What follows belongs to an exercise in optimizing a design on an open flow for small area, a short achievable clock period and few clock cycles per item; a production flow would make more cautious choices.
Function was checked by simulation only, so behaviour that the tests miss may differ from the original.

rev 12:
==> flow/design.v <==
`timescale 1ns/1ps
module mult_div_ctrl #(
  parameter int DATA_WIDTH = 32,
  parameter int CNT_WIDTH  = 6
) (
  input  logic                      clk,
  input  logic                      rst,
  input  logic                      flush,
  input  logic                      stall_hold,
  input  logic [5:0]                funct,
  input  logic [DATA_WIDTH-1:0]     operand_1,
  input  logic [DATA_WIDTH-1:0]     operand_2,
  output logic                      mult_div_done,
  output logic [2*DATA_WIDTH-1:0]   mult_div_result
);
  logic s_idle, s_mul, s_corr, s_dpre, s_dpre2, s_div, s_fix, s_done;
  logic n_done_fast;
  logic n_idle, n_mul, n_corr, n_dpre, n_dpre2, n_div, n_fix, n_done;
  logic [33:0] r_a;       
  logic [31:0] r_b;       
  logic [33:0] r_m;       
  logic [5:0]  r_cnt;
  logic [5:0]  r_bn;      
  logic [5:0]  r_bd;      
  logic        r_sn;      
  logic        r_negq;    
  logic        r_corr;    
  logic        r_take;    
  logic r_one0, r_two0, r_neg0, r_one1, r_two1, r_neg1, r_c0, r_cin;
  logic w_is_op, w_is_div, w_signed, w_start, w_negq_in, w_ext1, w_ext2;
  assign w_is_op   = (funct[5:2] == 4'b0110);
  assign w_is_div  = funct[1];
  assign w_signed  = ~funct[0];
  assign w_ext1    = w_signed & operand_1[31];
  assign w_ext2    = w_signed & operand_2[31];
  assign w_negq_in = w_ext1 ^ w_ext2;
  function automatic logic [2:0] booth(input logic [2:0] g);
    booth[2] = g[1] ^ g[0];
    booth[1] = (g == 3'b011) | (g == 3'b100);
    booth[0] = g[2] & ~(g[1] & g[0]);
  endfunction
  function automatic logic [5:0] bitlen(input logic [31:0] x);
    bitlen = 6'd0;
    for (int i = 0; i < 32; i++) if (x[i]) bitlen = i + 1;
  endfunction
  logic [37:0] w_m, w_a, w_x0, w_x1, w_pp0, w_pp1, w_cs_s, w_cs_c, w_sum;
  logic [38:0] w_add;
  logic        w_allp, w_take;
  assign w_m  = {{4{r_m[33]}}, r_m};
  assign w_a  = {{4{r_a[33]}}, r_a};
  assign w_x0 = ({38{r_one0}} & w_m) | ({38{r_two0}} & {w_m[36:0], 1'b0});
  assign w_x1 = ({38{r_one1}} & w_m) | ({38{r_two1}} & {w_m[36:0], 1'b0});
  assign w_pp0 = w_x0 ^ {38{r_neg0}};
  assign w_pp1 = {w_x1[35:0] ^ {36{r_neg1}}, r_neg1, r_neg1};
  assign w_cs_s = w_a ^ w_pp0 ^ w_pp1;
  assign w_cs_c = {(w_a[36:0] & w_pp0[36:0]) | (w_a[36:0] & w_pp1[36:0]) | (w_pp0[36:0] & w_pp1[36:0]), r_c0};
  assign w_add  = {w_cs_s, 1'b1} + {w_cs_c, r_cin};
  assign w_sum  = w_add[38:1];
  assign w_allp = &(w_cs_s[36:0] ^ w_cs_c[36:0]);
  assign w_take = r_sn ? (w_sum[37] ^ w_allp) : ~w_sum[37];
  logic [5:0]  w_k;
  logic [33:0] w_m_align;
  logic        w_dzero;
  assign w_k       = r_bn - r_bd + {5'd0, r_sn};
  assign w_m_align = r_m << w_k;
  assign w_dzero   = (r_m == 34'd0);
  logic w_cnt0;
  assign w_cnt0 = (r_cnt == 6'd0);
  always_comb begin
    n_idle = 1'b0; n_mul = 1'b0; n_corr = 1'b0; n_dpre = 1'b0; n_dpre2 = 1'b0;
    n_div = 1'b0; n_fix = 1'b0; n_done = 1'b0;
    if (flush) begin
      n_idle = 1'b1;
    end else begin
      if (s_idle) begin
        if (w_is_op) begin
          n_dpre = w_is_div;
          n_mul  = ~w_is_div;
        end else begin
          n_idle = 1'b1;
        end
      end
      if (s_mul) begin
        n_mul  = ~w_cnt0;
        n_corr = w_cnt0 & r_corr;
        n_done = w_cnt0 & ~r_corr;
      end
      if (s_corr) n_done = 1'b1;
      if (s_dpre) begin
        n_dpre2 = ~w_dzero & r_negq;
        n_div   = ~w_dzero & ~r_negq & w_take;
        n_done  = w_dzero | (~r_negq & ~w_take);
      end
      if (s_dpre2) begin
        n_div  = r_take;
        n_done = ~r_take;
      end
      if (s_div) begin
        n_div  = ~w_cnt0;
        n_fix  = w_cnt0 & ~w_take;
        n_done = w_cnt0 & w_take;
      end
      if (s_fix) n_done = 1'b1;
      if (s_done) begin
        n_done = stall_hold;
        n_idle = ~stall_hold;
      end
    end
  end
  always_ff @(posedge clk or posedge rst) begin
    if (rst) begin
      s_idle  <= 1'b1;
      s_mul   <= 1'b0;
      s_corr  <= 1'b0;
      s_dpre  <= 1'b0;
      s_dpre2 <= 1'b0;
      s_div   <= 1'b0;
      s_fix   <= 1'b0;
      s_done  <= 1'b0;
    end else begin
      s_idle  <= n_idle;
      s_mul   <= n_mul;
      s_corr  <= n_corr;
      s_dpre  <= n_dpre;
      s_dpre2 <= n_dpre2;
      s_div   <= n_div;
      s_fix   <= n_fix;
      s_done  <= n_done_fast;
    end
  end
  function automatic logic [7:0] divctl(input logic inv);
    divctl = {1'b1, 1'b0, inv, 1'b0, 1'b0, ~inv, 1'b0, 1'b1};
  endfunction
  logic [2:0] w_bt0_in, w_bt1_in, w_bt0, w_bt1;
  assign w_bt0_in = booth({operand_1[1:0], 1'b0});
  assign w_bt1_in = booth(operand_1[3:1]);
  assign w_bt0    = booth(r_b[5:3]);
  assign w_bt1    = booth(r_b[7:5]);
  logic [7:0] w_ctl_other, w_ctl_div;
  always_comb begin
    w_ctl_other = {r_one0, r_two0, r_neg0, r_one1, r_two1, r_neg1, r_c0, r_cin};
    if (s_idle) begin
      if (w_is_div) w_ctl_other = divctl(~w_negq_in);
      else          w_ctl_other = {w_bt0_in, w_bt1_in, w_bt0_in[0], w_bt1_in[0]};
    end
    if (s_mul) begin
      if (w_cnt0) w_ctl_other = 8'b1000_0000;   
      else        w_ctl_other = {w_bt0, w_bt1, w_bt0[0], w_bt1[0]};
    end
    if (s_dpre && r_negq) w_ctl_other = divctl(r_negq);
    if (s_dpre2) w_ctl_other = divctl(~r_negq);
  end
  assign w_ctl_div = (s_dpre && r_negq) ? 8'b0000_0000 : divctl(~r_negq);
  always_ff @(posedge clk) begin
    if (s_div)
      {r_one0, r_two0, r_neg0, r_one1, r_two1, r_neg1, r_c0, r_cin} <= w_take ? w_ctl_div : divctl(r_negq);
    else if (s_dpre && r_negq && w_take)
      {r_one0, r_two0, r_neg0, r_one1, r_two1, r_neg1, r_c0, r_cin} <= 8'b0000_0000;
    else
      {r_one0, r_two0, r_neg0, r_one1, r_two1, r_neg1, r_c0, r_cin} <= w_ctl_other;
  end
  always_ff @(posedge clk) begin
    if (s_idle) begin
      r_a    <= w_is_div ? {{2{w_ext1}}, operand_1} : 34'd0;
      r_m    <= {{2{w_ext2}}, operand_2};
      r_b    <= operand_1;
      r_cnt  <= 6'd7;
      r_bn   <= bitlen({w_ext1, operand_1[31:1]} ^ operand_1);
      r_bd   <= bitlen({w_ext2, operand_2[31:1]} ^ operand_2);
      r_sn   <= w_ext1;
      r_negq <= w_negq_in;
      r_corr <= ~w_signed & operand_1[31];
    end
    if (s_mul) begin
      r_a   <= w_sum[37:4];
      r_b   <= {w_sum[3:0], r_b[31:4]};
      r_cnt <= r_cnt - 6'd1;
    end
    if (s_corr || s_dpre2 || s_div || s_fix) begin
      r_a <= w_sum[33:0];
    end
    if (s_dpre) begin
      if (r_negq) r_a <= w_sum[33:0];
      else        r_m <= w_m_align;
      r_b    <= w_dzero ? 32'hFFFF_FFFF : 32'd0;
      r_cnt  <= w_k;
      r_take <= w_take;
    end
    if (s_dpre2) begin
      r_m <= w_m_align;
      r_b <= {32{r_take}};
    end
    if (s_div) begin
      r_b <= {r_b[30:0], w_take ^ r_negq};
      if (!w_cnt0) r_m <= {r_m[33], r_m[33:1]};
      r_cnt <= r_cnt - 6'd1;
    end
  end
  logic w_done_base, w_done_take, w_done_keep;
  assign w_done_base = ~flush & ((s_mul & w_cnt0 & ~r_corr) | s_corr | s_fix | (s_dpre2 & ~r_take) |
                                 (s_dpre & w_dzero) | (s_done & stall_hold));
  assign w_done_take = ~flush & s_div & w_cnt0;
  assign w_done_keep = ~flush & s_dpre & ~r_negq;
  assign n_done_fast = w_done_base | (w_take ? w_done_take : w_done_keep);
  assign mult_div_done = s_done;
  assign mult_div_result = {r_a[31:0], r_b};
endmodule
==> flow/config.mk <==
export PLATFORM = sky130hd
export DESIGN_NAME = mult_div_ctrl
export DESIGN_NICKNAME = mult_div_ctrl
export VERILOG_FILES = /design/flow/design.v
export SDC_FILE = /design/flow/constraint.sdc
export NUM_CORES = 4
export LEC_CHECK = 0
export ABC_CLOCK_PERIOD_IN_PS = 3500
export CAP_MARGIN = 20
export CORE_MARGIN = 2
export CORE_UTILIZATION = 60
export SLEW_MARGIN = 20
==> flow/constraint.sdc <==
create_clock -name core_clock -period 14.0 [get_ports {clk}]
set_input_delay 2.8000 -clock core_clock [delete_from_list [all_inputs] [get_ports {clk}]]
set_output_delay 2.8000 -clock core_clock [all_outputs]
set_load 0.01 [all_outputs]
standard.sh (not shown) runs the stock make flow with config.mk's settings and CLKGATE_MAP_FILE= SYNTH_SCRIPT=/design/flow/synth_recipe.tcl, a recipe that flattens the netlist after the stock synthesis.
==> flow/flow/run.sh <==
#!/bin/bash
# Standard ORFS layout (the standard.sh, all steps), with setup repair aiming for
# 10 ns of slack at the design's 14 ns clock. The make output is kept in standard_make.log;
# each tool's own log is under orfs/logs/.
set -euo pipefail
bash standard.sh SETUP_SLACK_MARGIN=10 finish > standard_make.log 2>&1
Testbench counts of rev 12, summed over its fixed seeds: cycles 20,471, items 2,048.
Modified inputs, rev 13 compared to rev 12
==> flow/flow/run.sh <==
#!/bin/bash
# Standard ORFS layout (the standard.sh, all steps), with setup repair aiming for
# 9.5 ns of slack at the design's 14 ns clock. The make output is kept in standard_make.log;
# each tool's own log is under orfs/logs/.
set -euo pipefail
bash standard.sh SETUP_SLACK_MARGIN=9.5 finish > standard_make.log 2>&1
==> comparison <==
- Taking rev 12 as the reference, in rev 13 average instance area after synthesis did not really move, headroom to the max-slew limit now sits higher.

what the ideal ports hide:
Ports are ideal in the flow. The routed layouts listed here were re-timed in OpenROAD. Step 1 sets driving cells, clkbuf_16 on the clock port and buf_2 on the other inputs (assumed; they add their load-dependent delay and slew). Step 2 adds t to the input delays and takes it off the output delays; t is the mean of the earliest and latest rising clock arrival at the registers after step 1. Input paths then give back, and output paths get back, about the clock's delay inside the block. Slacks: ideal ports / drivers / drivers and shift; pairs: ideal ports / drivers.
| run | t, ns | setup WS [ns] | worst setup path at the end | slew at the worst register clock pin (ns) |
|---|---|---|---|---|
| rev 12 | 0.486 | 9.581 / 9.581 / 9.216 | input to register | 0.08 / 0.08 |
| rev 13 | 0.488 | 9.541 / 9.541 / 9.086 | input to register | 0.08 / 0.08 |
After both steps every run listed still meets setup and hold. The setup slack of rev 13, which loses most, moves by 0.000 ns with the drivers and by -0.455 ns with both steps.
